Source: an optimization exercise on an open RTL-to-GDS flow (aim: small area, a short achievable clock period and few clock cycles). Production flows keep margins and buffers that such runs may drop.
Only simulation tests tie the RTL to the original design; equivalence was not proved.
Power is estimated from default activity; no workload was simulated.

File: flow/run.sh
#!/bin/bash
# The standard layout (standard.sh: the standard flow's synthesis and ORFS flow, unchanged), with the
# ports buffered by the smallest buffer instead of the resizer's default pick; the resizer
# still upsizes or adds buffers where a port's load or timing needs it.
set -euo pipefail
bash standard.sh finish \
	'BUFFER_PORTS_ARGS=-buffer_cell sky130_fd_sc_hd__buf_1' \
	> make_finish.log 2>&1
File: standard.sh
#!/bin/bash
# synth_recipe.tcl (not shown) runs the flow's synth.tcl, then flattens the netlist and writes it again
# the make line also repeats each setting of config.mk as NAME=value (left out here)
make -C /OpenROAD-flow-scripts/flow DESIGN_CONFIG=/design/flow/config.mk WORK_HOME=/design/flow/orfs CLKGATE_MAP_FILE= SYNTH_SCRIPT=/design/flow/synth_recipe.tcl "${@:-finish}"
File: config.mk
export PLATFORM = sky130hd
export DESIGN_NAME = dark_pixel_centroid
export DESIGN_NICKNAME = dark_pixel_centroid
export VERILOG_FILES = /design/flow/design.v
export SDC_FILE = /design/flow/constraint.sdc
export NUM_CORES = 4
export LEC_CHECK = 0
export CAP_MARGIN = 20
export CORE_MARGIN = 2
export CORE_UTILIZATION = 40
export CTS_BUF_LIST = sky130_fd_sc_hd__clkbuf_8
export SETUP_SLACK_MARGIN = 2.7
export SLEW_MARGIN = 20
File: constraint.sdc
create_clock -name core_clock -period 5.0 [get_ports {clk}]
set_input_delay 1.0000 -clock core_clock [delete_from_list [all_inputs] [get_ports {clk}]]
set_output_delay 1.0000 -clock core_clock [all_outputs]
set_load 0.01 [all_outputs]
File: design.v
package dpc_pkg;
	localparam int PIX_W  = 8;
	localparam int DIM_W  = 9;
	localparam int CNT_W  = 17;
	localparam int SUM_W  = 24;
	localparam int CFG_IW = 3;
	localparam int CFG_DW = 17;
endpackage
module dark_pixel_centroid (
	input  logic        clk,
	input  logic        arst_n,
	input  logic        cfg_valid,
	output logic        cfg_ready,
	input  logic [2:0]  cfg_index,
	input  logic [16:0] cfg_data,
	input  logic        s_tvalid,
	output logic        s_tready,
	input  logic [7:0]  s_tdata,
	input  logic        s_tlast,
	output logic        m_tvalid,
	input  logic        m_tready,
	output logic [39:0] m_tdata,
	output logic        m_tuser
);
	logic [7:0]  cfg_wm1;                         
	logic [8:0]  cfg_xs1, cfg_xe1, cfg_ys1, cfg_ye1;   
	logic [7:0]  cfg_thr;
	logic [16:0] cfg_min, cfg_max;
	logic [8:0]  cfg_dec;
	assign cfg_ready = 1'b1;
	always_comb begin
		for (int i = 0; i < 9; i++) cfg_dec[i] = cfg_data[i] ^ ~|(cfg_data[8:0] & ((9'd1 << i) - 9'd1));
	end
	always_ff @(posedge clk or negedge arst_n) begin
		if (!arst_n) begin
			cfg_wm1 <= 8'd95;
			cfg_thr <= 8'd85;
			cfg_xs1 <= 9'd9;
			cfg_xe1 <= 9'd85;
			cfg_ys1 <= 9'd9;
			cfg_ye1 <= 9'd85;
			cfg_min <= 17'd180;
			cfg_max <= 17'd3176;
		end else if (cfg_valid) begin
			case (cfg_index)
				3'd0: cfg_wm1 <= cfg_dec[8] ? {8{cfg_data[8]}} : cfg_dec[7:0];
				3'd1: cfg_thr <= cfg_data[7:0];
				3'd2: cfg_xs1 <= cfg_dec;
				3'd3: cfg_xe1 <= cfg_dec;
				3'd4: cfg_ys1 <= cfg_dec;
				3'd5: cfg_ye1 <= cfg_dec;
				3'd6: cfg_min <= cfg_data;
				3'd7: cfg_max <= cfg_data;
				default: ;
			endcase
		end
	end
	logic rdy_q, v0_q, div_q, vld_q, clr_q;
	logic last_q, w0_q;           
	logic lo_q, hi_q, swap_q, fin_q;
	logic clr, last;
	logic [7:0]  col_q, row_q;    
	logic        fs_q;            
	logic        xs_q, xe_q;      
	logic        ys_q, ye_q;      
	logic [16:0] cnt_q;           
	logic        full_q;          
	logic        nz_q, min_q, max_q;   
	logic [26:0] x_q;             
	logic [23:0] y_q;             
	logic        cx_q, cy_q;      
	logic        cd_q;            
	logic        found_q, nf_q;
	assign clr  = clr_q;
	assign last = last_q;
	logic       wrap, inc, eq_min, eq_max;
	logic       xs_d, xe_d, ys_d, ye_d;
	logic       xs_z, xe_z, ys_z, ye_z;
	logic [8:0] sx_lo, sy_lo;
	logic [16:0] sx_hi, sy_hi;
	logic       force_x, force_y;
	assign wrap = col_q == cfg_wm1;
	assign xs_z = &cfg_xs1;
	assign xe_z = &cfg_xe1;
	assign ys_z = &cfg_ys1;
	assign ye_z = &cfg_ye1;
	always_comb begin
		xs_d = xs_q;
		xe_d = xe_q;
		ys_d = ys_q;
		ye_d = ye_q;
		if (clr || last || (fs_q && !v0_q)) begin
			xs_d = xs_z;
			xe_d = xe_z;
			ys_d = ys_z;
			ye_d = ye_z;
		end else if (v0_q) begin
			if (wrap) begin
				xs_d = xs_z;
				xe_d = xe_z;
				if (row_q != 8'hff) begin
					if ({1'b0, row_q} == cfg_ys1) ys_d = 1'b1;
					if ({1'b0, row_q} == cfg_ye1) ye_d = 1'b1;
				end
			end else begin
				if ({1'b0, col_q} == cfg_xs1) xs_d = 1'b1;
				if ({1'b0, col_q} == cfg_xe1) xe_d = 1'b1;
			end
		end
	end
	assign inc    = w0_q && !full_q;
	assign eq_min = cnt_q == cfg_min;
	assign eq_max = cnt_q == cfg_max;
	assign sx_lo   = {1'b0, x_q[7:0]} + {1'b0, col_q & {8{w0_q}}};
	assign sy_lo   = {1'b0, y_q[7:0]} + {1'b0, row_q & {8{w0_q}}};
	assign sx_hi   = {1'b0, x_q[23:8]} + {16'd0, cx_q};
	assign sy_hi   = {1'b0, y_q[23:8]} + {16'd0, cy_q};
	assign force_x = (cx_q && x_q[23:8] == 16'hffff) || (fin_q && (x_q[8] || !found_q));
	assign force_y = (cy_q && y_q[23:8] == 16'hffff) || (fin_q && (y_q[8] || !found_q));
	logic [11:0] lo;
	logic [9:0]  hi;
	logic        neg, found;
	assign neg     = x_q[26];
	assign lo      = {1'b0, x_q[17:8], 1'b1} + {1'b0, cnt_q[9:0] ^ {10{!neg}}, !neg};
	assign hi      = {x_q[26:18], 1'b1} + {{2'b0, cnt_q[16:10]} ^ {9{!neg}}, cd_q};
	assign found = nz_q && (min_q || eq_min) && !max_q;
	always_ff @(posedge clk or negedge arst_n) begin
		if (!arst_n) begin
			rdy_q  <= 1'b0;
			v0_q   <= 1'b0;
			last_q <= 1'b0;
			div_q  <= 1'b0;
			vld_q  <= 1'b0;
			clr_q  <= 1'b1;
			lo_q   <= 1'b0;
			hi_q   <= 1'b0;
			swap_q <= 1'b0;
			fin_q  <= 1'b0;
		end else begin
			v0_q   <= s_tvalid && rdy_q;
			last_q <= s_tvalid && rdy_q && s_tlast;
			clr_q  <= vld_q && m_tready;
			if (clr_q)                     rdy_q <= 1'b1;
			else if (s_tvalid && s_tlast)  rdy_q <= 1'b0;
			if (last_q)        div_q <= 1'b1;
			else if (fin_q)    div_q <= 1'b0;
			if (fin_q)         vld_q <= 1'b1;
			else if (m_tready) vld_q <= 1'b0;
			lo_q   <= div_q && !col_q[0] && (col_q <= 8'd16 || (col_q >= 8'd20 && col_q <= 8'd36));
			hi_q   <= div_q &&  col_q[0] && (col_q <= 8'd17 || (col_q >= 8'd21 && col_q <= 8'd37));
			swap_q <= div_q && col_q == 8'd18;
			fin_q  <= div_q && col_q == 8'd38;
		end
	end
	always_ff @(posedge clk) begin
		w0_q    <= s_tvalid && rdy_q && (s_tdata < cfg_thr) && xs_d && !xe_d && ys_d && !ye_d;
		found_q <= found;
		nf_q    <= !found;
		xs_q <= xs_d;
		xe_q <= xe_d;
		ys_q <= ys_d;
		ye_q <= ye_d;
		if (clr || last) fs_q <= 1'b1;
		else if (v0_q)   fs_q <= 1'b0;
		if (clr || last) begin
			col_q <= '0;
			row_q <= '0;
		end else if (div_q) begin
			col_q <= col_q + 8'd1;
		end else if (v0_q) begin
			if (wrap) begin
				col_q <= '0;
				if (row_q != 8'hff) row_q <= row_q + 8'd1;
			end else begin
				col_q <= col_q + 8'd1;
			end
		end
		cnt_q <= (clr || (fin_q && !found_q)) ? 17'd0 : cnt_q + {16'd0, inc};
		if (clr) begin
			full_q <= 1'b0;
			nz_q   <= 1'b0;
			min_q  <= 1'b0;
			max_q  <= 1'b0;
		end else if (inc) begin
			nz_q  <= 1'b1;
			if (cnt_q == 17'h1fffe) full_q <= 1'b1;
			if (eq_min) min_q <= 1'b1;
			if (eq_max) max_q <= 1'b1;
		end
		cx_q <= sx_lo[8] && !clr;
		cy_q <= sy_lo[8] && !clr;
		y_q  <= clr ? 24'd0 : force_y ? 24'hffffff : {sy_hi[15:0], sy_lo[7:0]};
		if (clr) begin
			x_q <= '0;
		end else if (swap_q) begin
			x_q      <= {3'b0, y_q};
			y_q[8:0] <= x_q[8:0];
		end else if (lo_q) begin
			x_q[17:8] <= lo[10:1];
			cd_q      <= lo[11];
		end else if (hi_q) begin
			x_q <= {hi[8:1], x_q[17:0], !hi[9]};
		end else begin
			x_q <= {3'b0, force_x ? 24'hffffff : {sx_hi[15:0], sx_lo[7:0]}};
		end
	end
	assign s_tready = rdy_q;
	assign m_tvalid = vld_q;
	assign m_tuser  = found_q;
	assign m_tdata  = {5'b0, cnt_q, nf_q, x_q[7:0], nf_q, y_q[7:0]};
endmodule
==> metrics.md, run 1 <==
| Metric | Value |
|---|---|
| Antenna cells | 0 |
| WL/cell | 17.3 um |
| Main flop type after synthesis | dfxtp_1 |
| VDD IR max | 0.194 mV |
| Distinct cells, synth | 73 |
| Drt drc | 0 |
| P per Cell Area | 498 nW/um^2 |
| Port Buffer Count | 71 |
| Layout area overhead | 12.1% |
| Final setup viols | 0 |
| Overflow left after global routing | 0 |
| Post-layout nets | 1369 |
| Ys Warns | 1 |
| Initial DRC count | 478 |
| Synth area leaders | dfxtp_1, dfrtp_1, xnor2_1, dfstp_2, ha_1 |
| Worst slew pin tran | 0.797 ns |
| Max-slew headroom | 46.9% |
| Root Buffer | clkbuf_8 |
| HPWL after DPL | 21100 um |
| Core box area | 27700 sq um |
| Mapped Area | 11200 sq um |
| CTS tree | built |
| Slew Limit Fails | 0 |
| Setup Skew | 0.0189 ns |
| Leakage | 4.99 nW |
| Outcome | timing/DRC/antenna clean |
| Top Layer Used | met4 |
| Metal-1 WL | 13200 um |
| Met2 routed WL | 14100 um |
| Global-route wire length before repair | 45200 um |
| TritonCTS buffer count | 17 |
| Final Power | 6.25 mW |
| Hold/Removal Path Class | reg -> reg |
| Total clock sinks | 195 |
| Routed via count | 8917 |
| Avg Inst Size Synth | 8.99 sq um |
| CTS clk-pin slew, worst paths | 0.11 ns |
| Worst hold stages | 2 |
| Largest net degree at the start of global routing | 60 |
| Row Count | 61 |
| Startpoint Class | register |
| Total Wirelength | 28800 um |
| DRT Pass-1 Iters | 5 |
| Vias per cell | 5.35 |
| #FFs+latches synth | 195 |
| Fin crit period | 2.30 ns |
| CP max FO | 7 |
| Clock latency (worst-skew pair) | 0.49 ns |
| Tcrit/Tclk final | 46.1% |
| # fillers | 2704 |
| Area of the multi-input gates | 6520 sq um |
| Initial Util | 40.5% |
| Clock Tree Buf Depth | 2 |
| Worst setup EP type | register |
| Hold_ws | 0.478 ns |
| Seq/Total Area, Yosys | 39.6% |
| CP Data Arrival Time | 2.69 ns |
| H-tree depth | 4 |
| CTS Hold Bufs | 0 |
| Register area | 4500 sq um |
| Initial antenna violation count | 0 |
| Critical path type | reg -> reg |
| RSZ-0062 raised after global routing | true |
| Share of layout cells above drive strength 1 | 17.8% |
| Asr flop ratio synth | 49.2% |
| Post-synth top area share | 17.5% |
| Full die area | 29400 sq um |
| GRT Total Usage | 19.8% |
| Yosys top cell by area | dfxtp_1 |
| Mapped Cells | 1247 |
| Worst Path Required | 5.38 ns |
| Final ANT Viol Nets | 0 |
| Peak Freq | 434 MHz |
| Ports | 78 |
| Die Width | 171 um |
| Post-synth EDFFs | 1 |
| Met3 Wirelength | 1110 um |
| Height of the die | 171 um |
| Number of global-route vias before repair | 8336 |
| Max Cap Violations | 0 |
| Final hold vios | 0 |
| Gpl congestion | 0.877 |
| Reg2reg path depth | 9 |
| Setup TNS | 0 ns |
## flip-flops by register name (all words and copies together), names as in the netlist, 8 cells and up
name and count:
x_q 27, cfg_min 17, row_q 8, y_q 24, cnt_q 17, cfg_max 17, cfg_thr 8, col_q 8
cfg_ye1 9, cfg_xs1 9, cfg_wm1 8, cfg_xe1 9, cfg_ys1 9
## cells in the mapped netlist (26+ instances only)
cell type / number
xor2_1: 59
clkbuf_1: 51
nand4_1: 35
nand2_1: 107
buf_4: 26
dfxtp_1: 98
dfrtp_1: 64
dfstp_2: 32
ha_1: 56
inv_1: 43
nor3_1: 29
nand3_1: 34
o21ai_0: 86
nor2_1: 83
xnor2_1: 107
a21oi_1: 84
mux2_2: 29
## cells by family (layout without fill, tap and decap cells)
kind of cell / count (synthesis) / after routing / synth area share (%)
other: 2 / 6 / 0.0670
and+or+nand+nor: 374 / 374 / 16.2
muxes: 34 / 34 / 3.36
DFF: 195 / 195 / 39.6
AOI/OAI and AO/OA: 278 / 278 / 15.4
xor gates and xnor gates: 166 / 166 / 13.0
adders and majority gates: 59 / 59 / 6.79
buffers and inverters: 139 / 177 / 5.64
## timing repair
action                     in CTS  in global routing
buffers inserted               13                  9
setup endpoints to repair      55                 68
resized for setup              43                 52
pin swaps                       7                 21
## power by group
group	switching, mW	leakage, nW	internal, mW	total [mW]
combinational	1.33	2.83	1.26	2.59
sequential	0.581	1.96	2.04	2.63
clock	0.627	0.196	0.410	1.04
## path summary, 6_finish.rpt
kind                                     endpoint  slack (ns)            startpoint
max in group asynchronous  cfg_max[3]$_DFFE_PN1P_        3.37                arst_n
setup / recovery               x_q[15]$_SDFF_PP0_        2.70  x_q[26]$_SDFFE_PP0N_
hold reg to reg                 nz_q$_SDFFE_PP0P_        0.48     nz_q$_SDFFE_PP0P_
hold / removal                  nz_q$_SDFFE_PP0P_        0.48     nz_q$_SDFFE_PP0P_
min in group asynchronous  cfg_thr[1]$_DFFE_PN0P_        0.60                arst_n
setup reg to reg               x_q[15]$_SDFF_PP0_        2.70  x_q[26]$_SDFFE_PP0N_
## worst max-delay path, cell delays in order (launching register included)
cell,delay [ns]
dfxtp_4,0.47
xnor2_1,0.13
ha_2,0.22
a21o_1,0.18
a21o_1,0.15
a41o_1,0.24
o31a_1,0.26
o21a_1,0.18
o21a_1,0.17
o41ai_2,0.18
## cell usage in the layout, fill, tap and decap left out, drive strengths merged, types with 5 or more instances in the layout
| cell | count |
|---|---|
| o21ai | 93 |
| xnor2 | 107 |
| o21a | 9 |
| clkbuf | 19 |
| clkinv | 6 |
| mux2 | 29 |
| ha | 56 |
| nor2b | 10 |
| dfrtp | 64 |
| inv | 52 |
| a221oi | 5 |
| o221ai | 7 |
| o21bai | 6 |
| buf | 98 |
| nor4 | 7 |
| and2 | 18 |
| conb | 6 |
| dfstp | 32 |
| a21o | 21 |
| o211ai | 6 |
| nor2 | 84 |
| and3 | 20 |
| xor2 | 59 |
| a211oi | 13 |
| nand2b | 7 |
| a21oi | 84 |
| nand4 | 35 |
| dfxtp | 98 |
| nand2 | 107 |
| nand3 | 35 |
| nor3 | 29 |
| mux2i | 5 |
| or3 | 5 |
## metal layers
metal	vias up	track usage, %
met1	4349	26.3
met5	-	0
met2	168	33.5
li1	4370	-
met4	0	5.38
met3	30	3.01
## final cells by class
class,count,share of cell area [%]
Multi-Input combinational cell,917,51.9
Sequential cell,195,35.8
Timing Repair Buffer,100,4.15
Tap cell,378,3.76
Clock buffer,17,1.86
Inverter,45,1.40
Clock inverter,15,1.16
## through the flow
| stage | setup slack (ns) | area (sq um) | instances | utilization, % |
|---|---|---|---|---|
| after floorplan | 2.55 | 11300 | 1251 | - |
| after global placement | 2.15 | 11700 | 1613 | 42.1 |
| after detailed placement | 2.10 | 11700 | 1613 | 42.1 |
| after CTS | 2.63 | 12300 | 1658 | 44.4 |
| after global routing | 2.59 | 12600 | 1667 | 45.4 |
| final | 2.70 | 12600 | 1667 | 45.4 |
Testbench counts, summed over its fixed seeds: cycles 111,092.
==> run 2, diff against run 1 <==
--- a/config.mk
+++ b/config.mk
@@ -11,2 +11,3 @@
 export CTS_BUF_LIST = sky130_fd_sc_hd__clkbuf_8
+export PLACE_DENSITY = 0.7
 export SETUP_SLACK_MARGIN = 2.7
==> metrics.md, run 2 <==
| Metric | Value |
|---|---|
| Outcome | timing/DRC/antenna clean |
| CTS tree | built |
| Mapped Area | 11200 sq um (unchanged) |
| CP Data Arrival Time | 2.70 ns (about the same) |
| Number of global-route vias before repair | 8639 (+3.6%) |
| Hold path startpoint | x_q[24]$_SDFFE_PP0N_ |
| Slowest CP cell | dfxtp_4 |
| R2r startpoint | w0_q$_DFF_P_ |
| Slew Limit Fails | 0 (unchanged) |
| CTS clk-pin slew, worst paths | 0.10 ns (about the same) |
| Initial Util | 40.5% (unchanged) |
| Vias per cell | 5.41 (+1.1%) |
| Max-slew headroom | 43.4% (-3.4 points) |
| Tcrit/Tclk final | 46.7% (+0.59 points) |
| Seq pwr share | 41.9% (about the same) |
| Avg Inst Size Synth | 8.99 sq um (unchanged) |
| Largest net degree at the start of global routing | 58 (-3.3%) |
| Worst setup EP type | register |
| Dpl cells | 1611 (-0.12%) |
| DRT Pass-1 Iters | 5 (unchanged) |
| Port Buffer Count | 71 (unchanged) |
| H-tree depth | 4 (unchanged) |
| Post-synth EDFFs | 1 (unchanged) |
| Hold/Removal Path Class | reg -> reg |
| Flop2flop setup slack | 2.67 ns (-0.03 ns) |
| Core box area | 27700 sq um (unchanged) |
| Clock Tree Buf Depth | 2 (unchanged) |
| Post-synth top area share | 17.5% (unchanged) |
| Comb power frac | 42.3% (+0.9 points) |
| Layout area overhead | 11.9% |
| Ys Warns | 1 (unchanged) |
| Fin crit period | 2.33 ns (+0.0296 ns) |
| Final hold vios | 0 (unchanged) |
| Commonest non-fill, non-tap cells in the layout | xnor2_1, nand2_1, nor2_1 |
| Post-synth top cells | nand2_1, xnor2_1, dfxtp_1 |
| Total clock sinks | 195 (unchanged) |
| Mapped Cells | 1247 (unchanged) |
| Post-layout nets | 1367 (-0.15%) |
| Switching power total | 2.56 mW (+0.66%) |
| Global-route wire length before repair | 46400 um (+2.6%) |
| Worst slack at placement | 2.13 ns (+0.0321 ns) |
| Area of the multi-input gates | 6510 sq um (-0.17%) |
| Worst Path Required | 5.37 ns (about the same) |
| Clock Power Share | 15.8% (-0.8 points) |
| Initial antenna violation count | 1 (+1) |
| Setup TNS | 0 ns (unchanged) |
| Reg2reg path depth | 11 (+2) |
| Worst hold stages | 2 (unchanged) |
| Internal power | 3.67 mW (-1.2%) |
| Leakage | 4.97 nW (-0.27%) |
| Overflow left after global routing | 0 (unchanged) |
| Layout Cells excl Fill | 1665 (-0.12%) |
| Asr flop ratio synth | 49.2% (unchanged) |
| HPWL after DPL | 20900 um (-0.80%) |
| VDD IR max | 0.218 mV (+12%) |
| Reg-to-reg endpoint | x_q[6]$_SDFFE_PP0P_ |
| Final ANT Viol Nets | 0 (unchanged) |
| Clock latency (worst-skew pair) | 0.49 ns (about the same) |
| Distinct cells, synth | 73 (unchanged) |
| Gpl congestion | 0.864 (-1.5%) |
| Row Count | 61 (unchanged) |
| GRT Total Usage | 20.1% (+0.35 points) |
| Share of layout cells above drive strength 1 | 17.6% (-0.28 points) |
| # fillers | 2656 (-1.8%) |
| Hold EP | x_q[24]$_SDFFE_PP0N_ |
| Initial DRC count | 625 (+31%) |
| Switching Share | 41.1% (+0.46 points) |
| Main flop type after synthesis | dfxtp_1 |
| Worst slew pin tran | 0.848 ns (+0.0508 ns) |
| Max Cap Violations | 0 (unchanged) |
| Full die area | 29400 sq um (unchanged) |
| Biggest regs | x_q x27, y_q x24 |
| Setup Skew | 0.0127 ns (-0.00616 ns) |
| Die Width | 171 um (unchanged) |
| Max incr delay on CP | 0.41 ns (-0.06 ns) |
| Synth area leaders | dfxtp_1, dfrtp_1, xnor2_1, dfstp_2, ha_1 |
| #FFs+latches synth | 195 (unchanged) |
| Cell mode on critical path | o21ai_1 |
| Peak Freq | 428 MHz (-1.3%) |
| Startpoint Class | register |
| Drt drc | 0 (unchanged) |
| Worst setup margin | 2.67 ns (-0.0296 ns) |
| Final setup viols | 0 (unchanged) |
| TritonCTS buffer count | 17 (unchanged) |
| Critical path type | reg -> reg |
| Register area | 4500 sq um (+0.11%) |
| Height of the die | 171 um (unchanged) |
| Yosys top cell by area | dfxtp_1 |
| Largest register FFs | 27 (unchanged) |
| RSZ-0062 raised after global routing | true |
| Antenna cells | 0 (unchanged) |
| Seq/Total Area, Yosys | 39.6% (unchanged) |
| Root Buffer | clkbuf_8 |
| CP max FO | 4 (-3) |
| Total Wirelength | 29000 um (+0.75%) |
| Critical Path, Cell by Cell | and2_1, ha_1, inv_1, fa_2, nor2b_1, o21ai_1, a21boi_2, o31ai_4, xnor2_1, o311ai_1, o21ai_1 |
| WL/cell | 17.4 um (+0.87%) |
| Routed via count | 9004 (+0.98%) |
| Largest reg by FF count | x_q |
| P per Cell Area | 496 nW/um^2 (-0.33%) |
| CTS Hold Bufs | 0 (unchanged) |
| Ports | 78 (unchanged) |
-- run 2: power by group through the flow --
stage	clock, mW	combinational (mW)	sequential (mW)
after detailed placement	0	2.39	2.63
after global routing	1.06	2.95	2.67
after floorplan	0	2.10	2.35
after CTS	0.993	2.49	2.58
after global placement	0	2.32	2.62
final	0.981	2.63	2.61
-- run 2: stage by stage --
| step | cell area, sq um | hold WS (ns) | utilization [%] | power (mW) |
|---|---|---|---|---|
| 6_report | 12500 | 0.480 | 45.3 | 6.22 |
| 5_1_grt | 12500 | 0.505 | 45.3 | 6.68 |
| 4_1_cts | 12200 | 0.480 | 44.1 | 6.06 |
| 3_5_place_dp | 11600 | 0.455 | 42.0 | 5.02 |
| 3_3_place_gp | 11600 | 0.445 | 42.0 | 4.94 |
| 2_1_floorplan | 11300 | 0.431 | - | 4.45 |
-- run 2: cell families (layout without fill, tap and decap cells) --
| family | Yosys count | after routing | share of synthesized area [%] |
|---|---|---|---|
| buffers and inverters | 139 | 175 | 5.64 |
| other | 2 | 6 | 0.0670 |
| DFF | 195 | 195 | 39.6 |
| adders and majority gates | 59 | 59 | 6.79 |
| and+or+nand+nor | 374 | 374 | 16.2 |
| xor gates and xnor gates | 166 | 166 | 13.0 |
| muxes | 34 | 34 | 3.36 |
| AOI/OAI and AO/OA | 278 | 278 | 15.4 |
-- run 2: worst max-delay path: cells and delay by family, from the launching register on --
| kind | cells | cell delay, ns |
|---|---|---|
| flip-flops | 1 | 0.41 |
| AO/OA/AOI/OAI | 5 | 0.85 |
| AND/OR/NAND/NOR | 2 | 0.26 |
| XOR/XNOR | 1 | 0.13 |
| adder cells (fa/ha/maj) | 2 | 0.51 |
| buffers and inverters | 1 | 0.06 |
-- run 2: timing repair --
action,CTS,global route
resized for setup,42,68
setup endpoints to repair,49,72
buffers inserted,11,10
endpoints found under the hold margin,0,0
pin swaps,5,17
-- run 2: worst max-delay path by stage --
stage	from	endpoint	slack, ns	depth (start not counted)
after floorplan	x_q[26]$_SDFFE_PP0N_	x_q[15]$_SDFF_PP0_	2.55	11
after global placement	cfg_data[0]	cfg_wm1[5]$_DFFE_PN0P_	2.19	9
after detailed placement	cfg_data[0]	cfg_wm1[5]$_DFFE_PN0P_	2.13	9
after CTS	w0_q$_DFF_P_	x_q[6]$_SDFFE_PP0P_	2.70	11
after global routing	w0_q$_DFF_P_	x_q[6]$_SDFFE_PP0P_	2.56	11
final	w0_q$_DFF_P_	x_q[6]$_SDFFE_PP0P_	2.67	11
-- run 2: layer usage --
metal  vias up  wire length, um  GRT usage [%]
li1       4361                -              -
met2       244            14400           33.4
met4         2              439           5.56
met3        46             1420           3.82
met1      4351            12700           26.8
met5         -               11              0
-- run 2: cell type report --
cell class	count	share of cell area (%)
inverter	45	1.44
timing repair buffer	98	4.23
multi-input combinational	917	51.8
clock inverter	15	0.977
clock buffer	17	1.86
sequential	195	35.9
tap	378	3.77
==> run 3, diff against run 2 <==
--- a/config.mk
+++ b/config.mk
@@ -11,3 +11,3 @@
 export CTS_BUF_LIST = sky130_fd_sc_hd__clkbuf_8
-export PLACE_DENSITY = 0.7
+export PLACE_DENSITY = 0.5
 export SETUP_SLACK_MARGIN = 2.7
==> metrics.md, run 3 <==
| Metric | Value |
|---|---|
| Initial DRC count | 437 (-30%) |
| Routed via count | 8802 (-2.2%) |
| Worst Path Required | 5.38 ns (about the same) |
| Post-layout nets | 1376 (+0.66%) |
| Startpoint Class | register |
| Final hold vios | 0 (unchanged) |
| RSZ-0062 raised after global routing | true |
| Worst slack at placement | 2.14 ns (+0.0101 ns) |
| Antenna cells | 0 (unchanged) |
| Vias per cell | 5.26 (-2.8%) |
| Layout area overhead | 12.4% |
| Distinct cells, synth | 73 (unchanged) |
| Switching Share | 41.4% (+0.33 points) |
| Final ANT Viol Nets | 0 (unchanged) |
| Fin crit period | 2.33 ns (-0.00520 ns) |
| VDD IR max | 0.207 mV (-4.9%) |
| Yosys top cell by area | dfxtp_1 |
| #FFs+latches synth | 195 (unchanged) |
| Total clock sinks | 195 (unchanged) |
| Core box area | 27700 sq um (unchanged) |
| Switching power total | 2.61 mW (+1.9%) |
| CTS tree | built |
| Setup TNS | 0 ns (unchanged) |
| Largest reg by FF count | x_q |
| Internal power | 3.69 mW (+0.55%) |
| Reg2reg path depth | 13 (+2) |
| Tcrit/Tclk final | 46.6% (-0.10 points) |
| Biggest regs | x_q x27, y_q x24 |
| GRT Total Usage | 21.7% (+1.5 points) |
| P per Cell Area | 499 nW/um^2 (+0.68%) |
| Leakage | 5.01 nW (+0.81%) |
| Root Buffer | clkbuf_8 |
| HPWL after DPL | 22200 um (+6.1%) |
| Ys Warns | 1 (unchanged) |
| Dpl cells | 1613 (+0.12%) |
| Layout Cells excl Fill | 1674 (+0.54%) |
| Clock Tree Buf Depth | 2 (unchanged) |
| Worst setup margin | 2.67 ns (+0.00520 ns) |
| Slew Limit Fails | 0 (unchanged) |
| Drt drc | 0 (unchanged) |
| Global-route wire length before repair | 48500 um (+4.5%) |
| Worst slew pin tran | 0.905 ns (+0.0575 ns) |
| Largest register FFs | 27 (unchanged) |
| Asr flop ratio synth | 49.2% (unchanged) |
| Die Width | 171 um (unchanged) |
| WL/cell | 18.8 um (+7.8%) |
| Hold/Removal Path Class | reg -> reg |
| Initial Util | 40.5% (unchanged) |
| CP max FO | 7 (+3) |
| CP Launch Point | w0_q$_DFF_P_ |
| Setup crit end | y_q[6]$_DFF_P_ |
| Row Count | 61 (unchanged) |
| Reg-to-reg endpoint | y_q[6]$_DFF_P_ |
| Overflow left after global routing | 0 (unchanged) |
| Post-synth top cells | nand2_1, xnor2_1, dfxtp_1 |
| Port Buffer Count | 71 (unchanged) |
| Ports | 78 (unchanged) |
| CTS clk-pin slew, worst paths | 0.12 ns (+0.02 ns) |
| Number of global-route vias before repair | 8383 (-3.0%) |
| Post-synth EDFFs | 1 (unchanged) |
| Clock latency (worst-skew pair) | 0.49 ns (about the same) |
| Total Wirelength | 31400 um (+8.4%) |
| Gpl congestion | 0.813 (-5.9%) |
| Share of layout cells above drive strength 1 | 18.7% (+1.1 points) |
| Final setup viols | 0 (unchanged) |
| Mapped Cells | 1247 (unchanged) |
| Full die area | 29400 sq um (unchanged) |
| Setup Skew | 0.0269 ns (+0.0142 ns) |
| CP Data Arrival Time | 2.71 ns (about the same) |
| Seq/Total Area, Yosys | 39.6% (unchanged) |
| Main flop type after synthesis | dfxtp_1 |
| Height of the die | 171 um (unchanged) |
| Commonest non-fill, non-tap cells in the layout | xnor2_1, nand2_1, nor2_1 |
| Worst setup EP type | register |
| # fillers | 2754 (+3.7%) |
| Critical path type | reg -> reg |
| Avg Inst Size Synth | 8.99 sq um (unchanged) |
| Mapped Area | 11200 sq um (unchanged) |
| Comb power frac | 41.7% (-0.6 points) |
| Seq pwr share | 42.2% (+0.3 points) |
| R2r startpoint | w0_q$_DFF_P_ |
| Largest net degree at the start of global routing | 63 (+8.6%) |
| Post-synth top area share | 17.5% (unchanged) |
| Peak Freq | 429 MHz (+0.22%) |
| Flop2flop setup slack | 2.67 ns (about the same) |
| Clock Power Share | 16.1% (+0.3 points) |
| Max Cap Violations | 0 (unchanged) |
| Outcome | timing/DRC/antenna clean |
| DRT Pass-1 Iters | 5 (unchanged) |
| H-tree depth | 4 (unchanged) |
| Synth area leaders | dfxtp_1, dfrtp_1, xnor2_1, dfstp_2, ha_1 |
| Initial antenna violation count | 0 (-1) |
| Max-slew headroom | 39.6% (-3.8 points) |
| TritonCTS buffer count | 17 (unchanged) |
run 3: cell counts after synthesis:
Identical to the previous run, type by type.
run 3: what timing repair did:
| item | in CTS | in global routing |
|---|---|---|
| cloned | 0 | 1 |
| pin swaps | 4 | 36 |
| hold buffers | 0 | 0 |
| buffers inserted | 17 | 11 |
| hold endpoints to repair | 0 | 0 |
| resized for setup | 48 | 64 |
| setup endpoints to repair | 79 | 56 |
run 3: kinds of logic after synthesis:
logic type	count (synthesis)	share of synthesized area, %
mux	34	3.36
other cells	2	0.0670
compound gates	278	15.4
buf+inv	139	5.64
flops	195	39.6
xor+xnor	166	13.0
simple gates	374	16.2
fa+ha+maj	59	6.79
run 3: cell type report:
| type | count | area (sq um) | area share (%) |
|---|---|---|---|
| multi-input cells | 917 | 6510 | 51.7 |
| repair inverters | 1 | 5.00 | 0.0397 |
| well taps | 378 | 473 | 3.75 |
| inverters | 45 | 185 | 1.47 |
| clock buffers | 18 | 248 | 1.97 |
| repair buffers | 106 | 566 | 4.49 |
| clock inverters | 14 | 119 | 0.943 |
| flip-flops and latches | 195 | 4500 | 35.7 |
run 3: how the worst min path moves through the flow:
stage	from	endpoint	slack [ns]	cells after the start
after detailed placement	x_q[24]$_SDFFE_PP0N_	x_q[24]$_SDFFE_PP0N_	0.46	2
after global placement	nz_q$_SDFFE_PP0P_	nz_q$_SDFFE_PP0P_	0.44	2
after CTS	x_q[24]$_SDFFE_PP0N_	x_q[24]$_SDFFE_PP0N_	0.48	2
after floorplan	nz_q$_SDFFE_PP0P_	nz_q$_SDFFE_PP0P_	0.43	2
final	nz_q$_SDFFE_PP0P_	nz_q$_SDFFE_PP0P_	0.49	2
after global routing	nz_q$_SDFFE_PP0P_	nz_q$_SDFFE_PP0P_	0.52	2
run 3: per-layer routing:
layer | vias up | track usage [%] | routed length, um | part of all wire, %
li1 | 4394 | - | - | -
met1 | 4258 | 29.3 | 14700 | 47
met2 | 127 | 36.6 | 15400 | 49
met3 | 23 | 3.15 | 881 | 2.8
met4 | 0 | 5.05 | 429 | 1.4
met5 | - | 0 | 0 | 0
run 3: power groups by stage:
stage / registers (mW) / clock network [mW] / logic, mW
floorplan: 2.35 / 0 / 2.10
global placement: 2.69 / 0 / 2.34
detailed placement: 2.69 / 0 / 2.37
CTS: 2.64 / 1.05 / 2.48
global route: 2.72 / 1.11 / 2.94
finish: 2.66 / 1.01 / 2.62
run 3: critical path: stages (launching register included):
cell      delay [ns]
dfxtp_4         0.41
buf_6           0.10
buf_6           0.11
and2_4          0.16
ha_4            0.13
inv_2           0.04
fa_2            0.39
nor2b_2         0.12
o21ai_1         0.07
nand2b_1        0.12
a31oi_2         0.12
xor2_1          0.17
nand3_1         0.09
o211a_1         0.16
run 3: stage by stage:
step	utilization [%]	instance area (sq um)	total power [mW]	hold WS, ns
2_1_floorplan	-	11300	4.45	0.431
3_3_place_gp	42.1	11700	5.03	0.445
3_5_place_dp	42.1	11700	5.06	0.460
4_1_cts	44.3	12300	6.17	0.484
5_1_grt	45.5	12600	6.77	0.518
6_report	45.5	12600	6.29	0.491
==> run 4, diff against run 3 <==
--- a/config.mk
+++ b/config.mk
@@ -11,4 +11,4 @@
 export CTS_BUF_LIST = sky130_fd_sc_hd__clkbuf_8
-export PLACE_DENSITY = 0.5
 export SETUP_SLACK_MARGIN = 2.7
 export SLEW_MARGIN = 20
+export TNS_END_PERCENT = 0
==> metrics.md, run 4 <==
| Metric | Value |
|---|---|
| Layout Cells excl Fill | 1656 (-1.1%) |
| Total Wirelength | 28400 um (-9.5%) |
| CP Launch Point | x_q[12]$_SDFF_PP0_ |
| Placed cell area | 11600 sq um (-0.71%) |
| R2r startpoint | x_q[12]$_SDFF_PP0_ |
| Main flop type after synthesis | dfxtp_1 |
| Critical path type | reg -> reg |
| Drt drc | 0 (unchanged) |
| H-tree depth | 4 (unchanged) |
| Root Buffer | clkbuf_8 |
| Post-layout nets | 1358 (-1.3%) |
| Setup TNS | 0 ns (unchanged) |
| HPWL after DPL | 20700 um (-6.7%) |
| # fillers | 2762 (+0.29%) |
| Yosys top cell by area | dfxtp_1 |
| Row Count | 61 (unchanged) |
| Largest net degree at the start of global routing | 59 (-6.3%) |
| Antenna cells | 0 (unchanged) |
| Ports | 78 (unchanged) |
| Full die area | 29400 sq um (unchanged) |
| CTS tree | built |
| Post-synth top area share | 17.5% (unchanged) |
| Max Cap Violations | 0 (unchanged) |
| Global-route wire length before repair | 46100 um (-4.9%) |
| Cell mode on critical path | a211oi_2 |
| Worst setup EP type | register |
| Mapped Area | 11200 sq um (unchanged) |
| CP Data Arrival Time | 2.72 ns (about the same) |
| VDD IR max | 0.188 mV (-9.5%) |
| P per Cell Area | 501 nW/um^2 (+0.33%) |
| Fin crit period | 2.32 ns (-0.00769 ns) |
| Clock Tree Buf Depth | 2 (unchanged) |
| Post-synth EDFFs | 1 (unchanged) |
| Worst Path Required | 5.40 ns (+0.02 ns) |
| Post-synth top cells | nand2_1, xnor2_1, dfxtp_1 |
| Register area | 4480 sq um (-0.36%) |
| Peak Freq | 431 MHz (+0.33%) |
| Final setup viols | 0 (unchanged) |
| TritonCTS buffer count | 17 (unchanged) |
| Mapped Cells | 1247 (unchanged) |
| Largest reg by FF count | x_q |
| #FFs+latches synth | 195 (unchanged) |
| Initial Util | 40.5% (unchanged) |
| Seq/Total Area, Yosys | 39.6% (unchanged) |
| Overflow left after global routing | 0 (unchanged) |
| Tcrit/Tclk final | 46.4% (-0.15 points) |
| RSZ-0062 raised after global routing | true |
| DRT Pass-1 Iters | 5 (unchanged) |
| Max-slew headroom | 41.6% (+1.9 points) |
| CP delay by family, top | compound AO/OA/AOI/OAI gates |
| Core box area | 27700 sq um (unchanged) |
| Worst slew pin tran | 0.877 ns (-0.0290 ns) |
| Largest register FFs | 27 (unchanged) |
| Area of the multi-input gates | 6290 sq um (-3.4%) |
| Layout area overhead | 9.10% |
| Clock latency (worst-skew pair) | 0.49 ns (about the same) |
| CP max FO | 7 (unchanged) |
| Gpl congestion | 0.822 (+1.1%) |
| Distinct cells, synth | 73 (unchanged) |
| Synth area leaders | dfxtp_1, dfrtp_1, xnor2_1, dfstp_2, ha_1 |
| Setup Skew | 0.0304 ns (+0.00348 ns) |
| Asr flop ratio synth | 49.2% (unchanged) |
| Flop2flop setup slack | 2.68 ns (about the same) |
| Leakage | 4.90 nW (-2.3%) |
| Port Buffer Count | 71 (unchanged) |
| Biggest regs | x_q x27, y_q x24 |
| WL/cell | 17.2 um (-8.5%) |
| Height of the die | 171 um (unchanged) |
| Vias per cell | 5.30 (+0.87%) |
| Critical Path, Cell by Cell | nand4_1, or4_4, o31ai_4, nor2_2, a221oi_2, a211oi_2, a211oi_2 |
| Slowest CP cell | or4_4 |
| Hold/Removal Path Class | reg -> reg |
| Outcome | timing/DRC/antenna clean |
| Number of global-route vias before repair | 8458 (+0.89%) |
| Hold path startpoint | nz_q$_SDFFE_PP0P_ |
| Crit path buf inv count | 0 (-3) |
| Final ANT Viol Nets | 0 (unchanged) |
| Startpoint Class | register |
| Initial DRC count | 582 (+33%) |
| Routed via count | 8783 (-0.22%) |
| Commonest non-fill, non-tap cells in the layout | nand2_1, xnor2_1, o21ai_0 |
| Share of layout cells above drive strength 1 | 13.5% (-5.2 points) |
| Total clock sinks | 195 (unchanged) |
| CTS clk-pin slew, worst paths | 0.11 ns (about the same) |
| Max incr delay on CP | 0.50 ns (+0.09 ns) |
| Most common cell after layout, fill and taps aside | nand2_1 |
| Final hold vios | 0 (unchanged) |
| Dpl cells | 1612 (-0.062%) |
| Avg Inst Size Synth | 8.99 sq um (unchanged) |
| Design area | 12200 sq um (-3.0%) |
| Die Width | 171 um (unchanged) |
| GRT Total Usage | 20.0% (-1.7 points) |
| Ys Warns | 1 (unchanged) |
| Slew Limit Fails | 0 (unchanged) |
| Initial antenna violation count | 0 (unchanged) |
[run 4: routing by layer]
layer	vias to the layer above	global-route usage [%]	share of wire (%)
li1	4348	-	-
met1	4230	29.0	49
met2	179	31.2	45
met3	26	2.92	4.0
met4	0	4.90	1.2
met5	-	0	0
[run 4: area by class of cell]
class	instances	area share [%]
multi-input cells	917	51.4
inverters	45	1.41
repair buffers	88	3.29
repair inverters	1	0.0614
well taps	378	3.87
clock inverters	15	1.39
clock buffers	17	1.91
flip-flops and latches	195	36.6
[run 4: stage by stage]
step / utilization, % / hold WS (ns) / setup WS [ns] / power [mW]
after floorplan: - / 0.431 / 2.55 / 4.45
after global placement: 41.7 / 0.449 / 2.17 / 4.93
after detailed placement: 41.8 / 0.461 / 2.08 / 4.99
after CTS: 43.8 / 0.487 / 2.67 / 6.11
after global routing: 44.1 / 0.517 / 2.53 / 6.59
final: 44.1 / 0.488 / 2.68 / 6.13
[run 4: path summary, 6_finish.rpt]
| path | endpoint | cells past startpoint |
|---|---|---|
| max | x_q[12]$_SDFF_PP0_ | 7 |
| min in group asynchronous | cfg_max[8]$_DFFE_PN0P_ | 1 |
| min reg2reg | nz_q$_SDFFE_PP0P_ | 2 |
| max reg2reg | x_q[12]$_SDFF_PP0_ | 7 |
| min | nz_q$_SDFFE_PP0P_ | 2 |
| max in group asynchronous | cfg_wm1[6]$_DFFE_PN1P_ | 2 |
[run 4: where the power goes]
group	leakage, nW	switching [mW]	internal [mW]
clock network	0.200	0.636	0.418
logic	2.74	1.28	1.18
registers	1.96	0.576	2.04
total	4.90	2.49	3.63
[run 4: cells by family after synthesis]
group	Yosys count	synth area share, %
compound gates	278	15.4
xor+xnor	166	13.0
fa+ha+maj	59	6.79
buf+inv	139	5.64
flops	195	39.6
mux	34	3.36
other cells	2	0.0670
simple gates	374	16.2
[run 4: repair_timing]
action	in CTS	in global routing
pin swaps	3	2
setup buffers	10	1
hold buffers	0	0
setup endpoints to repair	57	78
gates resized for setup	35	24
gates cloned	1	0
hold endpoints to repair	0	0
[run 4: worst reg2reg max path, stage by stage, from the launching register on]
cell and delay, ns:
dfxtp_1 0.47, nand4_1 0.21, or4_4 0.50, o31ai_4 0.33
nor2_2 0.15, a221oi_2 0.30, a211oi_2 0.08, a211oi_2 0.19
==> run 5, diff against run 4 <==
--- a/config.mk
+++ b/config.mk
@@ -13,2 +13,2 @@
 export SLEW_MARGIN = 20
-export TNS_END_PERCENT = 0
+export TNS_END_PERCENT = 30
==> metrics.md, run 5 <==
| Metric | Value |
|---|---|
| Ys Warns | 1 (unchanged) |
| Worst slew pin tran | 0.865 ns (-0.0119 ns) |
| CTS Hold Bufs | 0 (unchanged) |
| Global-route wire length before repair | 46100 um (about the same) |
| Gpl congestion | 0.822 (unchanged) |
| Worst hold stages | 2 (unchanged) |
| RSZ-0062 raised after global routing | true |
| Post-synth top cells | nand2_1, xnor2_1, dfxtp_1 |
| Avg Inst Size Synth | 8.99 sq um (unchanged) |
| Worst setup EP type | register |
| Post-synth EDFFs | 1 (unchanged) |
| Commonest non-fill, non-tap cells in the layout | xnor2_1, nand2_1, nor2_1, a21oi_1, o21ai_0 |
| GRT Total Usage | 20.0% (about the same) |
| Hold EP | nz_q$_SDFFE_PP0P_ |
| Share of layout cells above drive strength 1 | 14.1% (+0.63 points) |
| Total Wirelength | 28400 um (about the same) |
| Most common cell after layout, fill and taps aside | xnor2_1 |
| Root Buffer | clkbuf_8 |
| Dpl cells | 1612 (unchanged) |
| Setup Skew | 0.0291 ns (-0.00124 ns) |
| Reg2reg path depth | 7 (unchanged) |
| #FFs+latches synth | 195 (unchanged) |
| Vias per cell | 5.29 (-0.18%) |
| Post-layout nets | 1358 (unchanged) |
| Max Cap Violations | 0 (unchanged) |
| Synth area leaders | dfxtp_1, dfrtp_1, xnor2_1, dfstp_2, ha_1 |
| Tcrit/Tclk final | 46.7% (+0.27 points) |
| Full die area | 29400 sq um (unchanged) |
| Mapped Cells | 1247 (unchanged) |
| Total clock sinks | 195 (unchanged) |
| Asr flop ratio synth | 49.2% (unchanged) |
| VDD IR max | 0.187 mV (-0.43%) |
| CP max FO | 7 (unchanged) |
| Outcome | timing/DRC/antenna clean |
| Final hold vios | 0 (unchanged) |
| Distinct cells, synth | 73 (unchanged) |
| CTS clk-pin slew, worst paths | 0.11 ns (about the same) |
| Clock Tree Buf Depth | 2 (unchanged) |
| Critical path type | reg -> reg |
| Main flop type after synthesis | dfxtp_1 |
| TritonCTS buffer count | 17 (unchanged) |
| Final Power | 6.13 mW (+0.13%) |
| HPWL after DPL | 20700 um (unchanged) |
| Startpoint Class | register |
| Largest net degree at the start of global routing | 59 (unchanged) |
| Routed via count | 8767 (-0.18%) |
| Max incr delay on CP | 0.51 ns (about the same) |
| Post-synth top area share | 17.5% (unchanged) |
| Slew Limit Fails | 0 (unchanged) |
| Yosys top cell by area | dfxtp_1 |
| Leakage | 4.90 nW (about the same) |
| Biggest regs | x_q x27, y_q x24 |
| CP Data Arrival Time | 2.74 ns (+0.02 ns) |
| Fin crit period | 2.33 ns (+0.0134 ns) |
| CTS tree | built |
| Final ANT Viol Nets | 0 (unchanged) |
| Die Width | 171 um (unchanged) |
| H-tree depth | 4 (unchanged) |
| Largest register FFs | 27 (unchanged) |
| Reg-to-reg endpoint | x_q[12]$_SDFF_PP0_ |
| Hold path startpoint | nz_q$_SDFFE_PP0P_ |
| Height of the die | 171 um (unchanged) |
| Peak Freq | 428 MHz (-0.57%) |
| DRT Pass-1 Iters | 5 (unchanged) |
| Final setup viols | 0 (unchanged) |
| Mapped Area | 11200 sq um (unchanged) |
| Slowest CP cell | or4_4 |
| Row Count | 61 (unchanged) |
| Number of global-route vias before repair | 8466 (+0.095%) |
| Ports | 78 (unchanged) |
| Antenna cells | 0 (unchanged) |
| Overflow left after global routing | 0 (unchanged) |
| Layout Utilization | 44.2% (+0.054 points) |
| Flop2flop setup slack | 2.67 ns (about the same) |
| Critical Path, Cell by Cell | nand4_1, or4_4, o31ai_4, nor2_2, a221oi_2, a211oi_2, a211oi_2 |
| Seq/Total Area, Yosys | 39.6% (unchanged) |
| Layout Cells excl Fill | 1656 (unchanged) |
| Port Buffer Count | 71 (unchanged) |
| Cell mode on critical path | a211oi_2 |
| Largest reg by FF count | x_q |
| Design area | 12200 sq um (+0.12%) |
| Initial antenna violation count | 0 (unchanged) |
| Placed cell area | 11600 sq um (unchanged) |
| Drt drc | 0 (unchanged) |
| Setup TNS | 0 ns (unchanged) |
| Clock latency (worst-skew pair) | 0.48 ns (about the same) |
| Hold/Removal Path Class | reg -> reg |
| Initial Util | 40.5% (unchanged) |
| R2r startpoint | x_q[12]$_SDFF_PP0_ |
| P per Cell Area | 501 nW/um^2 (about the same) |
| Max-slew headroom | 42.4% (+0.79 points) |
| Layout area overhead | 9.23% |
| Core box area | 27700 sq um (unchanged) |
| WL/cell | 17.2 um (about the same) |
| Worst Path Required | 5.40 ns (about the same) |
| Initial DRC count | 618 (+6.2%) |
-- run 5: area by class of cell --
class	instances	area, sq um
Sequential cell	195	4480
Tap cell	378	473
Timing Repair Buffer	88	403
Timing Repair inverter	1	7.51
Multi-Input combinational cell	917	6300
Fill cell	2756	15500
Clock buffer	17	234
Inverter	45	173
Clock inverter	15	170
-- run 5: metal layers --
metal | share of wire [%] | routed length (um) | vias up | track usage (%)
met5 | 0 | 0 | - | 0
met4 | 1.3 | 374 | 0 | 4.90
met3 | 3.9 | 1120 | 25 | 2.92
met2 | 45 | 12800 | 161 | 31.2
met1 | 50 | 14100 | 4228 | 29.0
li1 | - | - | 4353 | -
-- run 5: critical path, delay by kind of cell, from the launching register on --
family / cells / cell delay, ns
AO/OA/AOI/OAI: 4 / 0.90
flip-flops: 1 / 0.48
AND/OR/NAND/NOR: 3 / 0.88
-- run 5: stage by stage --
step / hold slack, ns / setup WS [ns]
2_1_floorplan: 0.431 / 2.55
3_3_place_gp: 0.449 / 2.17
3_5_place_dp: 0.461 / 2.08
4_1_cts: 0.487 / 2.67
5_1_grt: 0.517 / 2.56
6_report: 0.488 / 2.67
-- run 5: worst max path at each step --
stage	from	end	slack [ns]	depth (start not counted)
final	x_q[12]$_SDFF_PP0_	x_q[12]$_SDFF_PP0_	2.67	7
after global routing	hi_q$_DFF_PN0_	x_q[16]$_SDFF_PP0_	2.56	4
after CTS	cfg_data[0]	cfg_ys1[8]$_DFFE_PN0P_	2.67	9
after detailed placement	cfg_data[0]	cfg_ys1[8]$_DFFE_PN0P_	2.08	9
after global placement	cfg_data[0]	cfg_ys1[8]$_DFFE_PN0P_	2.17	9
after floorplan	x_q[26]$_SDFFE_PP0N_	x_q[15]$_SDFF_PP0_	2.55	11
-- run 5: what timing repair did --
action,CTS,global route
pin swaps,4,4
cloned,1,0
buffers inserted,11,0
resized for setup,46,25
endpoints found under the setup margin,57,77
-- run 5: report_power, final --
group	leakage [nW]	total [mW]	switching, mW	internal, mW
Sequential	1.96	2.61	0.575	2.04
Clock	0.200	1.06	0.637	0.418
Combinational	2.74	2.47	1.29	1.18
-- run 5: kinds of logic (layout without fill, tap and decap cells) --
| group | after synthesis | in the layout | share of synthesized area, % |
|---|---|---|---|
| xor gates and xnor gates | 166 | 166 | 13.0 |
| DFF | 195 | 195 | 39.6 |
| AOI/OAI and AO/OA | 278 | 278 | 15.4 |
| buffers and inverters | 139 | 166 | 5.64 |
| muxes | 34 | 34 | 3.36 |
| adders and majority gates | 59 | 59 | 6.79 |
| and+or+nand+nor | 374 | 374 | 16.2 |
| other | 2 | 6 | 0.0670 |
==> run 6, diff against run 5 <==
--- a/config.mk
+++ b/config.mk
@@ -11,4 +11,3 @@
 export CTS_BUF_LIST = sky130_fd_sc_hd__clkbuf_8
-export SETUP_SLACK_MARGIN = 2.7
+export SETUP_SLACK_MARGIN = 2.78
 export SLEW_MARGIN = 20
-export TNS_END_PERCENT = 30
==> metrics.md, run 6 <==
| Metric | Value |
|---|---|
| Row Count | 61 (unchanged) |
| Final setup viols | 0 (unchanged) |
| Ys Warns | 1 (unchanged) |
| # fillers | 2640 (-4.2%) |
| CP delay by family, top | compound AO/OA/AOI/OAI gates |
| DRT Pass-1 Iters | 5 (unchanged) |
| Ports | 78 (unchanged) |
| Seq/Total Area, Yosys | 39.6% (unchanged) |
| RSZ-0062 raised after global routing | true |
| HPWL after DPL | 20700 um (about the same) |
| Initial antenna violation count | 0 (unchanged) |
| TritonCTS buffer count | 17 (unchanged) |
| Biggest regs | x_q x27, y_q x24 |
| Worst setup EP type | register |
| Crit path buf inv count | 2 (+2) |
| CP Data Arrival Time | 2.69 ns (-0.05 ns) |
| Design area | 12900 sq um (+5.0%) |
| Worst slack at placement | 2.07 ns (-0.00107 ns) |
| GRT Total Usage | 20.3% (+0.30 points) |
| Layout area overhead | 14.7% |
| Core box area | 27700 sq um (unchanged) |
| CP max FO | 6 (-1) |
| Hold/Removal Path Class | reg -> reg |
| Worst Path Required | 5.40 ns (about the same) |
| Post-synth top cells | nand2_1, xnor2_1, dfxtp_1 |
| Max Cap Violations | 0 (unchanged) |
| Total Wirelength | 29100 um (+2.3%) |
| Commonest non-fill, non-tap cells in the layout | nand2_1, xnor2_1, nor2_1 |
| Full die area | 29400 sq um (unchanged) |
| Clock Tree Buf Depth | 2 (unchanged) |
| Number of global-route vias before repair | 8574 (+1.3%) |
| Drt drc | 0 (unchanged) |
| Flop2flop setup slack | 2.72 ns (+0.05 ns) |
| Overflow left after global routing | 0 (unchanged) |
| Post-synth top area share | 17.5% (unchanged) |
| #FFs+latches synth | 195 (unchanged) |
| Hold path startpoint | x_q[25]$_SDFFE_PP0N_ |
| Max-slew headroom | 41.4% (-1.0 points) |
| Main flop type after synthesis | dfxtp_1 |
| Initial DRC count | 533 (-14%) |
| Antenna cells | 0 (unchanged) |
| Critical path type | reg -> reg |
| Routed via count | 8951 (+2.1%) |
| Final ANT Viol Nets | 0 (unchanged) |
| Tcrit/Tclk final | 45.7% (-1.0 points) |
| VDD IR max | 0.178 mV (-4.9%) |
| Die Width | 171 um (unchanged) |
| Max incr delay on CP | 0.40 ns (-0.11 ns) |
| Critical Path, Cell by Cell | buf_6, buf_4, xnor2_2, ha_1, o21a_1, o21a_1, o31a_1, o21a_1, o21a_1, o41ai_2 |
| Worst hold stages | 2 (unchanged) |
| Post-layout nets | 1388 (+2.2%) |
| Synth area leaders | dfxtp_1, dfrtp_1, xnor2_1, dfstp_2, ha_1 |
| Cell mode on critical path | o21a_1 |
| Mapped Cells | 1247 (unchanged) |
| Post-synth EDFFs | 1 (unchanged) |
| Fin crit period | 2.28 ns (-0.0509 ns) |
| Height of the die | 171 um (unchanged) |
| Clock latency (worst-skew pair) | 0.49 ns (about the same) |
| Most common cell after layout, fill and taps aside | nand2_1 |
| Worst slew pin tran | 0.880 ns (+0.0151 ns) |
| Setup Skew | 0.0178 ns (-0.0113 ns) |
| Vias per cell | 5.31 (+0.28%) |
| Setup TNS | 0 ns (unchanged) |
| Share of layout cells above drive strength 1 | 20.8% (+6.7 points) |
| Worst setup margin | 2.72 ns (+0.0509 ns) |
| Final hold vios | 0 (unchanged) |
| Port Buffer Count | 71 (unchanged) |
| Final Power | 6.43 mW (+4.8%) |
| Startpoint Class | register |
| H-tree depth | 4 (unchanged) |
| Reg-to-reg endpoint | x_q[15]$_SDFF_PP0_ |
| Peak Freq | 438 MHz (+2.2%) |
| Slew Limit Fails | 0 (unchanged) |
| CTS clk-pin slew, worst paths | 0.11 ns (about the same) |
| Mapped Area | 11200 sq um (unchanged) |
| Gpl congestion | 0.861 (+4.7%) |
| R2r startpoint | x_q[26]$_SDFFE_PP0N_ |
| Largest net degree at the start of global routing | 66 (+12%) |
| P per Cell Area | 500 nW/um^2 (-0.21%) |
| Avg Inst Size Synth | 8.99 sq um (unchanged) |
| Asr flop ratio synth | 49.2% (unchanged) |
| Hold EP | x_q[25]$_SDFFE_PP0N_ |
| Leakage | 5.13 nW (+4.8%) |
| Placed cell area | 11700 sq um (+0.77%) |
| Slowest CP cell | dfxtp_4 |
| Largest reg by FF count | x_q |
| Outcome | timing/DRC/antenna clean |
| Root Buffer | clkbuf_8 |
| Distinct cells, synth | 73 (unchanged) |
| Initial Util | 40.5% (unchanged) |
| Largest register FFs | 27 (unchanged) |
| WL/cell | 17.3 um (+0.51%) |
| Total clock sinks | 195 (unchanged) |
| Reg2reg path depth | 10 (+3) |
| Global-route wire length before repair | 46400 um (+0.54%) |
| Yosys top cell by area | dfxtp_1 |
| CTS tree | built |
run 6: cell counts after synthesis:
Identical to the previous run, type by type.
run 6: how the worst max path moves through the flow:
stage | start | end | slack (ns) | cells after the start
CTS | w0_q$_DFF_P_ | y_q[7]$_DFF_P_ | 2.70 | 11
floorplan | x_q[26]$_SDFFE_PP0N_ | x_q[15]$_SDFF_PP0_ | 2.55 | 11
global placement | cfg_data[0] | cfg_wm1[5]$_DFFE_PN0P_ | 2.10 | 9
global route | w0_q$_DFF_P_ | y_q[4]$_DFF_P_ | 2.62 | 13
finish | x_q[26]$_SDFFE_PP0N_ | x_q[15]$_SDFF_PP0_ | 2.72 | 10
detailed placement | cfg_data[0] | cfg_wm1[5]$_DFFE_PN0P_ | 2.07 | 9
run 6: timing repair:
action                                  CTS  global route
cloned                                    1             0
hold buffers                              0             0
setup buffers                            23            18
gates resized for setup                  74            65
endpoints found under the setup margin   95            65
pin swaps                                13            39
run 6: worst min-delay path, cell delays in order (launching register included):
cell	delay [ns]
dfxtp_1	0.33
nand2_1	0.05
o21ai_1	0.05
run 6: logic make-up after synthesis:
family	after synthesis	synth area share, %
AO/OA/AOI/OAI	278	15.4
AND/OR/NAND/NOR	374	16.2
adder cells (fa/ha/maj)	59	6.79
multiplexers	34	3.36
buffers and inverters	139	5.64
flip-flops	195	39.6
XOR/XNOR	166	13.0
other	2	0.0670
run 6: through the flow:
stage	cells	util [%]	hold WS, ns
2_1_floorplan	1251	-	0.431
3_3_place_gp	1612	42.1	0.449
3_5_place_dp	1612	42.1	0.455
4_1_cts	1668	45.0	0.477
5_1_grt	1686	46.4	0.505
6_report	1686	46.4	0.465
run 6: layer usage:
metal	GRT usage (%)	wire length, um	up-vias
li1	-	-	4408
met1	27.6	13600	4324
met2	33.2	13800	188
met3	2.92	1100	31
met4	6.52	504	0
met5	0	0	-
run 6: final cells by class:
cell class	instances	area (sq um)	area share, %
Tap cell	378	473	3.68
Inverter	45	195	1.52
Clock buffer	18	248	1.93
Timing Repair inverter	1	5.00	0.0389
Multi-Input combinational cell	917	6590	51.2
Clock inverter	14	161	1.25
Sequential cell	195	4510	35.1
Timing Repair Buffer	118	681	5.29
run 6: where the power goes:
group          leakage (nW)  internal, mW  switching (mW)
logic                  2.95          1.34            1.39
clock network         0.214         0.507           0.580
registers              1.97          2.05           0.558
==> run 7, diff against run 6 <==
--- a/config.mk
+++ b/config.mk
@@ -11,3 +11,3 @@
 export CTS_BUF_LIST = sky130_fd_sc_hd__clkbuf_8
-export SETUP_SLACK_MARGIN = 2.78
+export SETUP_SLACK_MARGIN = 2.65
 export SLEW_MARGIN = 20
==> metrics.md, run 7 <==
| Metric | Value |
|---|---|
| Mapped Cells | 1247 (unchanged) |
| Routed via count | 8873 (-0.87%) |
| Initial DRC count | 459 (-14%) |
| P per Cell Area | 504 nW/um^2 (+0.89%) |
| CTS clk-pin slew, worst paths | 0.11 ns (about the same) |
| H-tree depth | 4 (unchanged) |
| Worst setup EP type | register |
| Most common cell after layout, fill and taps aside | nand2_1 |
| Max incr delay on CP | 0.41 ns (about the same) |
| Clock latency (worst-skew pair) | 0.49 ns (about the same) |
| Setup Skew | 0.0214 ns (+0.00357 ns) |
| WL/cell | 17.2 um (about the same) |
| Largest net degree at the start of global routing | 63 (-4.5%) |
| Fin crit period | 2.33 ns (+0.0495 ns) |
| Area of the multi-input gates | 6400 sq um (-2.8%) |
| Yosys top cell by area | dfxtp_1 |
| Tcrit/Tclk final | 46.7% (+0.99 points) |
| Register area | 4490 sq um (-0.53%) |
| TritonCTS buffer count | 17 (unchanged) |
| Biggest regs | x_q x27, y_q x24 |
| Total clock sinks | 195 (unchanged) |
| Design area | 12400 sq um (-3.4%) |
| Cell mode on critical path | xnor2_1 |
| Placed cell area | 11600 sq um (-0.35%) |
| Vias per cell | 5.35 (+0.74%) |
| Final Power | 6.26 mW (-2.6%) |
| Clock Tree Buf Depth | 2 (unchanged) |
| Largest register FFs | 27 (unchanged) |
| Post-synth top cells | nand2_1, xnor2_1, dfxtp_1 |
| Overflow left after global routing | 0 (unchanged) |
| Ports | 78 (unchanged) |
| Distinct cells, synth | 73 (unchanged) |
| Final ANT Viol Nets | 0 (unchanged) |
| Slowest CP cell | dfxtp_4 |
| Full die area | 29400 sq um (unchanged) |
| Layout area overhead | 10.8% |
| Critical Path, Cell by Cell | buf_6, xnor2_1, ha_1, nor2b_2, nor3_2, o21bai_1, a21o_1, a21oi_2, xnor2_1, a221o_1 |
| GRT Total Usage | 20.1% (-0.13 points) |
| Post-layout nets | 1361 (-1.9%) |
| Number of global-route vias before repair | 8563 (-0.13%) |
| CTS Hold Bufs | 0 (unchanged) |
| RSZ-0062 raised after global routing | true |
| Max Cap Violations | 0 (unchanged) |
| Worst setup margin | 2.67 ns (-0.0495 ns) |
| Post-synth top area share | 17.5% (unchanged) |
| Asr flop ratio synth | 49.2% (unchanged) |
| Row Count | 61 (unchanged) |
| Antenna cells | 0 (unchanged) |
| Initial antenna violation count | 0 (unchanged) |
| Worst slew pin tran | 0.864 ns (-0.0162 ns) |
| Global-route wire length before repair | 46300 um (-0.11%) |
| Final hold vios | 0 (unchanged) |
| Synth area leaders | dfxtp_1, dfrtp_1, xnor2_1, dfstp_2, ha_1 |
| Critical path type | reg -> reg |
| Startpoint Class | register |
| Die Width | 171 um (unchanged) |
| Post-synth EDFFs | 1 (unchanged) |
| Final setup viols | 0 (unchanged) |
| Slew Limit Fails | 0 (unchanged) |
| CTS tree | built |
| Share of layout cells above drive strength 1 | 15.6% (-5.2 points) |
| Largest reg by FF count | x_q |
| Crit path buf inv count | 1 (-1) |
| DRT Pass-1 Iters | 6 (+1) |
| Height of the die | 171 um (unchanged) |
| Gpl congestion | 0.838 (-2.6%) |
| #FFs+latches synth | 195 (unchanged) |
| Mapped Area | 11200 sq um (unchanged) |
| Port Buffer Count | 71 (unchanged) |
| Setup TNS | 0 ns (unchanged) |
| Hold_ws | 0.490 ns (+0.0250 ns) |
| CP delay by family, top | compound AO/OA/AOI/OAI gates |
| Root Buffer | clkbuf_8 |
| Outcome | timing/DRC/antenna clean |
| Max-slew headroom | 42.4% (+1.1 points) |
| Seq/Total Area, Yosys | 39.6% (unchanged) |
| VDD IR max | 0.201 mV (+13%) |
| CP max FO | 6 (unchanged) |
| Core box area | 27700 sq um (unchanged) |
| Avg Inst Size Synth | 8.99 sq um (unchanged) |
| HPWL after DPL | 20800 um (+0.47%) |
| Main flop type after synthesis | dfxtp_1 |
| Leakage | 4.95 nW (-3.6%) |
| # fillers | 2700 (+2.3%) |
| Worst slack at placement | 2.13 ns (+0.0550 ns) |
| CP Data Arrival Time | 2.71 ns (+0.02 ns) |
| Commonest non-fill, non-tap cells in the layout | nand2_1, xnor2_1, nor2_1 |
| Ys Warns | 1 (unchanged) |
| Hold/Removal Path Class | reg -> reg |
| Worst Path Required | 5.38 ns (-0.02 ns) |
| Peak Freq | 429 MHz (-2.1%) |
| Total Wirelength | 28600 um (-1.7%) |
| Initial Util | 40.5% (unchanged) |
| Drt drc | 0 (unchanged) |
run 7: cell counts after synthesis:
No cell type changed its count.
run 7: path summary, 6_finish.rpt:
path | slack, ns | depth (start not counted) | to | startpoint
max in group asynchronous | 3.35 | 2 | cfg_max[10]$_DFFE_PN1P_ | arst_n
setup reg to reg | 2.67 | 10 | x_q[16]$_SDFF_PP0_ | x_q[26]$_SDFFE_PP0N_
hold / removal | 0.49 | 2 | x_q[25]$_SDFFE_PP0N_ | x_q[25]$_SDFFE_PP0N_
hold reg to reg | 0.49 | 2 | x_q[25]$_SDFFE_PP0N_ | x_q[25]$_SDFFE_PP0N_
min in group asynchronous | 0.62 | 1 | cfg_ys1[4]$_DFFE_PN0P_ | arst_n
setup / recovery | 2.67 | 10 | x_q[16]$_SDFF_PP0_ | x_q[26]$_SDFFE_PP0N_
run 7: metal layers:
metal / share of wire, % / track usage (%) / vias up
li1: - / - / 4346
met1: 47 / 27.9 / 4284
met2: 47 / 32.6 / 209
met3: 4.4 / 3.22 / 34
met4: 1.6 / 5.60 / 0
met5: 0 / 0 / -
run 7: final cells by class:
class | count | share of cell area [%]
clock buffers | 17 | 1.88
clock inverters | 15 | 1.47
inverters | 45 | 1.53
multi-input cells | 917 | 51.6
flip-flops and latches | 195 | 36.1
well taps | 378 | 3.81
repair buffers | 92 | 3.60
run 7: logic make-up after synthesis:
kind of cell	after synthesis	synth area share, %
and+or+nand+nor	374	16.2
AOI/OAI and AO/OA	278	15.4
DFF	195	39.6
xor gates and xnor gates	166	13.0
buffers and inverters	139	5.64
adders and majority gates	59	6.79
muxes	34	3.36
other	2	0.0670
run 7: tightest hold or removal path, stage by stage, from the launching register on:
cell,delay [ns]
dfxtp_1,0.34
nand2_1,0.05
o21ai_0,0.06
run 7: repair_timing:
action / 4_1_cts / 5_1_grt
gates resized for setup: 28 / 49
setup buffers: 5 / 12
endpoints found under the setup margin: 41 / 49
pin swaps: 4 / 11
cloned: 0 / 0
run 7: report_power, final:
| part | internal (mW) | total (mW) | switching, mW |
|---|---|---|---|
| Clock | 0.429 | 1.08 | 0.656 |
| Combinational | 1.24 | 2.53 | 1.29 |
| Sequential | 2.04 | 2.65 | 0.607 |
| Total | 3.71 | 6.26 | 2.55 |
run 7: stage by stage:
stage                     instances  utilization [%]
after detailed placement       1610             42.0
after global placement         1610             41.9
after CTS                      1647             43.8
after global routing           1659             44.8
final                          1659             44.8
after floorplan                1251                -

[what the ideal ports hide]
No port has a modelled driver above. Below, the same layouts with a new extraction and two added sets of constraints.
Step 1 assumes that a clkbuf_16 drives the clock port and a buf_2 every other input.
Step 2 adds t to the input delays and takes it off the output delays; t is the mean of the earliest and latest rising clock arrival at the registers after step 1. Input paths then give back, and output paths get back, about the clock's delay inside the block.
Slacks: ideal / step 1 / step 2; pairs: ideal / step 1.
| run | shift t [ns] | setup WS [ns] | hold slack, ns | worst register clock-pin slew, ns |
|---|---|---|---|---|
| run 1 | 0.524 | 2.696 / 2.696 / 2.289 | 0.478 / 0.478 / 0.478 | 0.12 / 0.12 |
| run 2 | 0.530 | 2.666 / 2.666 / 2.271 | 0.480 / 0.479 / 0.479 | 0.11 / 0.11 |
| run 3 | 0.524 | 2.671 / 2.671 / 2.294 | 0.491 / 0.491 / 0.491 | 0.12 / 0.12 |
| run 4 | 0.516 | 2.679 / 2.668 / 2.204 | 0.488 / 0.488 / 0.488 | 0.12 / 0.12 |
| run 5 | 0.514 | 2.666 / 2.665 / 2.266 | 0.488 / 0.488 / 0.488 | 0.12 / 0.12 |
| run 6 | 0.529 | 2.717 / 2.717 / 2.295 | 0.465 / 0.465 / 0.465 | 0.11 / 0.11 |
| run 7 | 0.520 | 2.667 / 2.649 / 2.217 | 0.490 / 0.490 / 0.490 | 0.12 / 0.12 |
After both steps setup and hold are still met in every run listed. The setup slack of run 4, which loses most, moves by -0.011 ns with the drivers and by -0.475 ns with both steps.
